This design comes from an exercise in tuning for small area and a short achievable clock period on the open sky130 flow, not from production work. Only simulation tests tie the RTL to the original design; equivalence was not proved. Power figures rest on the tool's default switching activity, not on a simulated workload.

## flow/design.v (module list and top-level ports; edited modules follow where they fit)
// module conv3x3_pe: 633 lines
// module csa_fa: 10 lines
module conv3x3_pe #(
    parameter int SHIFT = 4,
    parameter int ACC_W = 21
) (
    input  logic         clk,
    input  logic         rst,
    input  logic [7:0]   p00,
    input  logic [7:0]   p01,
    input  logic [7:0]   p02,
    input  logic [7:0]   p10,
    input  logic [7:0]   p11,
    input  logic [7:0]   p12,
    input  logic [7:0]   p20,
    input  logic [7:0]   p21,
    input  logic [7:0]   p22,
    input  logic         window_valid,
    input  logic         w_load,
    input  logic [3:0]   w_idx,
    input  logic [7:0]   w_data,
    output logic [7:0]   out_pixel,
    output logic         out_valid,
    output logic [15:0]  out_count
);
  // ...
==> flow/flow/run.sh <==
#!/bin/bash
# Own flow: the standard layout (standard.sh: the standard synthesis and
# ORFS steps, unchanged), except that the port buffers buffer_ports inserts
# during global placement are plain buf_1 cells instead of the default pick.
set -euo pipefail
export BUFFER_PORTS_ARGS="-buffer_cell sky130_fd_sc_hd__buf_1"
bash standard.sh > standard_flow.log 2>&1
==> flow/standard.sh <==
#!/bin/bash
# synth_recipe.tcl (not shown) runs the flow's synth.tcl, then flattens the netlist and writes it again
# the make line also repeats each setting of config.mk as NAME=value (left out here)
make -C /OpenROAD-flow-scripts/flow DESIGN_CONFIG=/design/flow/config.mk WORK_HOME=/design/flow/orfs CLKGATE_MAP_FILE= SYNTH_SCRIPT=/design/flow/synth_recipe.tcl "${@:-finish}"
==> flow/config.mk <==
export PLATFORM = sky130hd
export DESIGN_NAME = conv3x3_pe
export DESIGN_NICKNAME = conv3x3_pe
export VERILOG_FILES = /design/flow/design.v
export SDC_FILE = /design/flow/constraint.sdc
export NUM_CORES = 4
export LEC_CHECK = 0
export ABC_CLOCK_PERIOD_IN_PS = 2000
export CAP_MARGIN = 20
export CORE_MARGIN = 2
export CORE_UTILIZATION = 55
export CTS_CLUSTER_DIAMETER = 120
export CTS_CLUSTER_SIZE = 20
export PLACE_DENSITY = 0.7
export SETUP_SLACK_MARGIN = 2.1
export SLEW_MARGIN = 20
export SYNTH_HIERARCHICAL = 1
export SYNTH_MINIMUM_KEEP_SIZE = 0
==> flow/constraint.sdc <==
create_clock -name core_clock -period 5.5 [get_ports {clk}]
set_input_delay 1.1000 -clock core_clock [delete_from_list [all_inputs] [get_ports {clk}]]
set_output_delay 1.1000 -clock core_clock [all_outputs]
set_load 0.01 [all_outputs]
==> results.json, run 1 <==
{
  "cts.path.max_buffers": 3,
  "synth_top_family_by_area": "adder cells",
  "drtIter0Drc": 1797,
  "wire_per_inst_um": 28.4,
  "multi_input_area_mm2": 0.0157,
  "top_layer": "met4",
  "comb_power_share_pct": 20.0,
  "status": "no timing/DRC/antenna violations",
  "dominant_cells": "multi-input gates",
  "worst-path-buf-inv": 0,
  "clock_sinks": 335,
  "top_usage_layer": "met2",
  "worstSkewPairLatency_ns": 0.56,
  "worstReg2RegStart": "kb_q[1][1]$_SDFFE_PP0P_",
  "hold_start": "v1_q$_SDFF_PP0_",
  "fin_area_mm2": 0.0244,
  "power_switching_share_pct": 30.2,
  "maxSlewHeadroom_pct": 21.2,
  "nNonClkInverters": 59,
  "cp-end-kind": "register",
  "initial_core_util_pct": 55.8,
  "synth_top_area_share_pct": 32.4,
  "placementRows": 75,
  "firstDrtPassIters": 6,
  "tightestPinTransition_ns": 1.18,
  "hold_viol_final": 0,
  "post-route-drc-count": 0,
  "die_h_um": 211
}
==> inputs of run 2 (changes only) <==
--- a/flow/config.mk
+++ b/flow/config.mk
@@ -10,8 +10,9 @@
 export CORE_MARGIN = 2
 export CORE_UTILIZATION = 55
-export CTS_CLUSTER_DIAMETER = 120
-export CTS_CLUSTER_SIZE = 20
+export CTS_CLUSTER_DIAMETER = 130
+export CTS_CLUSTER_SIZE = 24
+export GPL_ROUTABILITY_DRIVEN = 0
 export PLACE_DENSITY = 0.7
-export SETUP_SLACK_MARGIN = 2.1
+export SETUP_SLACK_MARGIN = 2.3
 export SLEW_MARGIN = 20
 export SYNTH_HIERARCHICAL = 1
==> run 2 against run 1 <==
  * Sequential share of layout area rose by 0.42 points
  * Area after synthesis stayed put
  * Core utilization is 1.0 points higher
  * Critical path depth decreased by 1
  * Final area up 1.7%
  * Maximum frequency is 6.4% higher
  * Flip-flop and latch count stayed put
  * Count of clock-buffer cells in the layout is 3 lower
  * Routed wire length decreased by 4.2%
  * Sequential power about the same
==> results.json, run 2 <==
{
  "firstDrtPassIters": 7,
  "yosysMostFrequentCell": "fa_1",
  "reg_top3": "kb_q (108), r2_q (84), px_q (72)",
  "drtAntennaViolNets": 0,
  "syn_to_final_growth_pct": 6.02,
  "startpoint": "kb_q[6][8]$_SDFFE_PP0P_",
  "grt_pass1_vias": 16393,
  "synth_top_cells_by_count": "380 x fa_1, 338 x xnor2_1, 335 x dfxtp_1",
  "drv_cap": 0,
  "max_clock_freq_ghz": 0.310,
  "top_layer": "met4",
  "dr_wl_met2_mm": 31.7,
  "worst_r2r_endpoint": "r2_q[80]$_DFF_P_",
  "ff2ff_setup_slack_ns": 2.28,
  "ir_drop_v": 0.000220,
  "clock_skew_ns": 0.0291,
  "io_pins": 113,
  "finalCritPeriodShare_pct": 58.6,
  "grt_usage_pct": 32.4,
  "ys_ff_latch": 335,
  "cts_htree_levels": 1,
  "fin_crit_ns": 3.22,
  "wl_met3_mm": 7.36,
  "die_area_mm2": 0.0443,
  "setup_viol": 0,
  "fin_area_mm2": 0.0249,
  "cp-start-kind": "register",
  "seqCellArea_mm2": 0.00697,
  "ys_types": 35,
  "path_clk_slew_ns": 0.11,
  "core-area_mm2": 0.0420,
  "largest_register_ffs": 108,
  "cts_buffers": 17,
  "grt-ovfl-total": 0,
  "final_cell_count_no_fill": 2628,
  "cp_max_fo": 12,
  "seq_area_frac_synth_pct": 28.6,
  "antenna_found_initial": 0,
  "initial_core_util_pct": 55.8,
  "wl_met1_mm": 26.9,
  "port_buffers": 112,
  "cp-end-kind": "register",
  "status": "no timing/DRC/antenna violations",
  "p_total_mw": 5.18,
  "post-route-drc-count": 0,
  "maxSlewViolCount": 0,
  "top_register": "kb_q",
  "syn_avg_cell_area_um2": 10.9,
  "wire_per_inst_um": 27.1,
  "worstSkewPairLatency_ns": 0.55,
  "antenna_cells": 0,
  "power_density_mw_per_mm2": 208,
  "leakagePower_nw": 9.41,
  "setup_tns_ns": 0,
  "worstReg2RegStart": "kb_q[6][8]$_SDFFE_PP0P_",
  "root_buffer": "clkbuf_16",
  "hold_path_end": "v2_q$_SDFF_PP0_",
  "clock_sinks": 335,
  "maxSlewHeadroom_pct": 26.1,
  "drtIter0Drc": 2162,
  "die_h_um": 211,
  "critical_path_arrival_ns": 3.66,
  "hold_viol_final": 0,
  "postSynthCellCount": 2157,
  "viasPerCell": 6.22,
  "tightestPinTransition_ns": 1.10,
  "syn-cell-area_mm2": 0.0235,
  "worstSetupPathType": "register to register",
  "nets": 2580,
  "worst_ep_required_time_ns": 5.93,
  "grt_pass1_wl_mm": 104,
  "synth_edf_count": 0,
  "drt_wl_total_mm": 71.2,
  "dp_hpwl_mm": 55.8,
  "r2r_cells": 6,
  "placed_cell_area_mm2": 0.0238,
  "most-common-layout-cells": "363 x fa_1, 333 x xnor2_1, 244 x a22oi_1",
  "multi_input_area_mm2": 0.0159,
  "fill_cells": 3484,
  "grt_max_degree": 83,
  "grt_setup_unrepaired": "true",
  "ys.warnings.count": 11,
  "synth_top_area_share_pct": 32.4,
  "hold_class": "register to register",
  "ys.flop_type": "dfxtp_1",
  "synth_area_leader_cell": "fa_1",
  "yosys-top-cells-area": "fa_1 32%, dfxtp_1 29%, xnor2_1 13%",
  "placementRows": 75,
  "dp_cells": 2593,
  "layout-drive-gt1-share_pct": 12.1,
  "chipWidth_um": 211,
  "hold_start": "v1_q$_SDFF_PP0_",
  "cts.path.max_buffers": 3,
  "final_common_cell": "fa_1",
  "async_reset_ff_share_pct": 0,
  "cts_tree": "built",
  "num_vias": 16359,
  "hold_depth": 1
}
==> run 2: cell counts after synthesis <==
No cell type changed its count.
==> run 2: timing repair <==
item / in CTS / in global routing
buffers inserted: 3 / 14
resized for setup: 122 / 111
pin swaps: 6 / 7
hold buffers: 0 / 0
endpoints found under the setup margin: 63 / 39
==> run 2: final cells by class <==
type | count | area share, %
sequential | 335 | 28.0
clock buffer | 18 | 1.73
tap | 539 | 2.71
inverter | 59 | 0.890
timing repair buffer | 141 | 2.75
multi-input combinational | 1536 | 63.9
==> run 2: worst max path at each step <==
stage                            end  cells past startpoint
global route        r2_q[80]$_DFF_P_                      6
floorplan           r2_q[54]$_DFF_P_                      7
global placement    r2_q[54]$_DFF_P_                      6
finish              r2_q[80]$_DFF_P_                      6
detailed placement  r2_q[73]$_DFF_P_                      6
CTS                     out_pixel[5]                      7
==> run 2: power breakdown <==
part           internal (mW)  total (mW)  switching, mW
clock network          0.562        1.38          0.818
logic                  0.500        1.08          0.582
registers               2.54        2.71          0.176
==> run 2: modules after synthesis (local to each module, per instance) <==
module | cells inside | copies in the design | area (um^2)
conv3x3_pe | 1777 | 1 | 15900
csa_fa | 1 | 380 | 20.0
==> run 2: kinds of logic (layout without fill, tap and decap cells) <==
family          count (synthesis)  after routing  synth area share, %
flops                         335            335                 28.6
buf+inv                       289            218                 4.67
compound gates                352            352                 10.6
mux                            73             73                 3.11
xor+xnor                      352            352                 13.1
simple gates                  353            353                 6.28
other cells                     1              4               0.0160
fa+ha+maj                     402            402                 33.6
==> run 2: routing by layer <==
| metal | up-vias | global-route usage [%] |
|---|---|---|
| li1 | 6860 | - |
| met1 | 8211 | 43.0 |
| met2 | 1046 | 49.8 |
| met3 | 242 | 6.45 |
| met4 | 0 | 18.7 |
| met5 | - | 0 |
==> run 2: metrics by stage <==
stage                     setup slack, ns  util (%)  hold WS [ns]
after floorplan                      2.30         -         0.414
after global placement               2.06      56.6         0.426
after detailed placement             1.96      56.7         0.431
after CTS                            2.28      58.3         0.449
after global routing                 2.23      59.2         0.477
final                                2.28      59.2         0.451
==> run 2: worst max-delay path, cell delays in order (launching register included) <==
cell and delay (ns):
dfxtp_2 0.59, inv_1 0.12, fa_1 0.55, fa_1 0.43
fa_1 0.46, fa_1 0.54, fa_1 0.43
==> inputs of run 3 (changes only) <==
--- a/flow/config.mk
+++ b/flow/config.mk
@@ -12,5 +12,4 @@
 export CTS_CLUSTER_DIAMETER = 130
 export CTS_CLUSTER_SIZE = 24
-export GPL_ROUTABILITY_DRIVEN = 0
 export PLACE_DENSITY = 0.7
 export SETUP_SLACK_MARGIN = 2.3
==> run 3 against run 2 <==
  * Flip-flop and latch count stayed put
  * Core utilization rose by 0.14 points
  * Final area increased by 0.24%
  * Synthesized cell count unchanged
  * Area after synthesis did not move
  * Global-route usage rose by 1.7 points
  * Sequential share of layout area grew 0.098 points
  * First-iteration DRC count is 21% lower
  * Non-clock buffer count shrank 7
  * Routed wire length up 4.8%
  * Largest cell class unchanged
  * Largest power group unchanged
  * Highest routed layer unchanged
==> results.json, run 3 <==
{
  "status": "no timing/DRC/antenna violations",
  "synth_top_cells_by_count": "380 x fa_1, 338 x xnor2_1, 335 x dfxtp_1",
  "ys.flop_type": "dfxtp_1",
  "setup_viol": 0,
  "cp-end-kind": "register",
  "nets": 2573,
  "path_cells": "a22oi_2 > xnor2_1 > fa_1 > fa_1 > fa_1 > fa_1 > fa_1",
  "grt_max_degree": 114,
  "io_pins": 113,
  "layout-drive-gt1-share_pct": 13.4,
  "cts.path.max_buffers": 3,
  "hold_viol_final": 0,
  "wire_per_inst_um": 28.4,
  "synth_top_family_by_area": "adder cells",
  "cts_htree_levels": 1,
  "chipWidth_um": 211,
  "grt_pass1_vias": 16013,
  "die_area_mm2": 0.0443,
  "seqCellArea_mm2": 0.00701,
  "ir_drop_v": 0.000252,
  "synth_area_leader_cell": "fa_1",
  "slowest_stage": "fa_1",
  "cts_buffers": 17,
  "reg_top3": "kb_q (108), r2_q (84), px_q (72)",
  "synth_compound_area_share_pct": 10.6,
  "worstSkewPairLatency_ns": 0.54,
  "firstDrtPassIters": 7,
  "cp_max_fo": 9,
  "synth_adder_area_share_pct": 33.6,
  "setup_tns_ns": 0,
  "postSynthCellCount": 2157,
  "dr_wl_met2_mm": 34.6,
  "power_density_mw_per_mm2": 212,
  "core-area_mm2": 0.0420,
  "finalCritPeriodShare_pct": 57.5,
  "top_register": "kb_q",
  "largest_register_ffs": 108,
  "yosysMostFrequentCell": "fa_1",
  "ys_types": 35,
  "die_h_um": 211,
  "postLayoutSetupSlackWorst_ns": 2.34,
  "worstSetupPathType": "register to register",
  "grt-ovfl-total": 0,
  "max_clock_freq_ghz": 0.316,
  "clock_skew_ns": 0.0199,
  "postLayoutCoreUtil_pct": 59.3,
  "wl_met1_mm": 29.8,
  "cp-start-kind": "register",
  "maxSlewHeadroom_pct": 15.3,
  "final_common_cell": "fa_1",
  "worst_ep_required_time_ns": 5.93,
  "most-common-layout-cells": "357 x fa_1, 329 x xnor2_1, 240 x a22oi_1",
  "synth_top_area_share_pct": 32.4,
  "leakagePower_nw": 9.38,
  "syn-cell-area_mm2": 0.0235,
  "num_vias": 15817,
  "synth-simple-area-share_pct": 6.28,
  "top_layer": "met4",
  "port_buffers": 112,
  "synth_xor_area_share_pct": 13.1,
  "tightestPinTransition_ns": 1.26,
  "drt_wl_total_mm": 74.6,
  "wl_met3_mm": 6.20,
  "drv_cap": 0,
  "critical_path_arrival_ns": 3.59,
  "dp_hpwl_mm": 58.9,
  "yosys-top-cells-area": "fa_1 32%, dfxtp_1 29%, xnor2_1 13%",
  "grt_setup_unrepaired": "true",
  "fin_crit_ns": 3.16,
  "cpMostUsedCell": "fa_1",
  "clock_sinks": 335,
  "placed_cell_area_mm2": 0.0238,
  "initial_core_util_pct": 55.8,
  "p_total_mw": 5.28,
  "hold_class": "register to register",
  "cts_hold_buf": 0,
  "syn_to_final_growth_pct": 6.27,
  "fill_cells": 3552,
  "whs_ns": 0.447,
  "path_clk_slew_ns": 0.11,
  "synth_edf_count": 0,
  "grt_usage_pct": 34.1,
  "post-route-drc-count": 0,
  "muxShareOfSynthArea_pct": 3.11,
  "viasPerCell": 6.03,
  "fin_area_mm2": 0.0249,
  "drtIter0Drc": 1702,
  "gp_congestion": 0.997,
  "async_reset_ff_share_pct": 0,
  "cts_tree": "built",
  "critPathMaxStageDelay_ns": 0.46,
  "final_cell_count_no_fill": 2622,
  "multi_input_area_mm2": 0.0160,
  "placementRows": 75,
  "syn_avg_cell_area_um2": 10.9,
  "root_buffer": "clkbuf_16",
  "ys_ff_latch": 335,
  "antenna_found_initial": 0,
  "dp_cells": 2593,
  "ys.warnings.count": 11,
  "maxSlewViolCount": 0,
  "seq_area_frac_synth_pct": 28.6,
  "dp_slack_ns": 1.97,
  "grt_pass1_wl_mm": 107,
  "drtAntennaViolNets": 0
}
run 3: cell counts after synthesis:
Identical to the previous run, type by type.
run 3: cell type report:
type,count,area share [%]
inverters,59,0.888
well taps,539,2.70
clock buffers,18,1.72
multi-input cells,1536,64.1
flip-flops and latches,335,28.1
repair buffers,134,2.50
diodes,1,0.0100
run 3: worst max-delay path: cells and delay by family, from the launching register on:
kind	cells	cell delay [ns]
flip-flops	1	0.39
AO/OA/AOI/OAI	1	0.31
XOR/XNOR	1	0.17
adder cells (fa/ha/maj)	5	2.19
run 3: worst paths after layout:
check | startpoint | end | slack [ns] | depth (start not counted)
setup / recovery | kb_q[4][1]$_SDFFE_PP0P_ | r2_q[17]$_DFF_P_ | 2.34 | 7
hold / removal | v1_q$_SDFF_PP0_ | v2_q$_SDFF_PP0_ | 0.45 | 1
setup reg to reg | kb_q[4][1]$_SDFFE_PP0P_ | r2_q[17]$_DFF_P_ | 2.34 | 7
hold reg to reg | v1_q$_SDFF_PP0_ | v2_q$_SDFF_PP0_ | 0.45 | 1
run 3: what timing repair did:
action	in CTS	in global routing
endpoints found under the setup margin	64	32
pin swaps	5	11
buffers inserted	2	8
gates resized for setup	136	135
cloned	0	0
run 3: per-module statistics from Yosys, one instance, submodules excluded:
module	times used	area, um^2	cells	flops+latches
csa_fa	380	20.0	1	0
conv3x3_pe	1	15900	1777	335
run 3: cell families after synthesis:
logic type,count (synthesis)
buffers and inverters,289
AOI/OAI and AO/OA,352
xor gates and xnor gates,352
and+or+nand+nor,353
muxes,73
DFF,335
other,1
adders and majority gates,402
run 3: metal layers:
metal  global-route usage, %  vias to the layer above
li1                        -                     6849
met1                    45.0                     8079
met2                    54.5                      735
met3                    7.48                      154
met4                    14.5                        0
met5                       0                        -
run 3: power by group:
part	switching [mW]	internal (mW)	total (mW)
registers	0.164	2.54	2.70
logic	0.657	0.558	1.22
clock network	0.808	0.561	1.37

-- separate check: timing with driven ports --
The flow's constraints put no driver on any port. The routed layouts listed below were extracted and timed again, unchanged, in two steps. Step 1 sets driving cells, clkbuf_16 on the clock port and buf_2 on the other inputs (assumed; they add their load-dependent delay and slew). Step 2, shift: input delay + t, output delay - t, t = (earliest + latest rising clock arrival at the registers) / 2. This alone moves slack from input paths to output paths. Three values: no drivers, after step 1, after step 2; two values: the first two.
run | t, ns | setup slack, ns | worst setup path at the end | worst register clock-pin slew, ns
run 1 | 0.601 | 2.069 / 2.069 / 2.069 | register to register | 0.09 / 0.09
run 2 | 0.593 | 2.276 / 2.276 / 2.276 | register to register | 0.11 / 0.11
run 3 | 0.589 | 2.338 / 2.296 / 2.338 | register to register | 0.11 / 0.11
After both steps setup and hold are still met in every run listed.
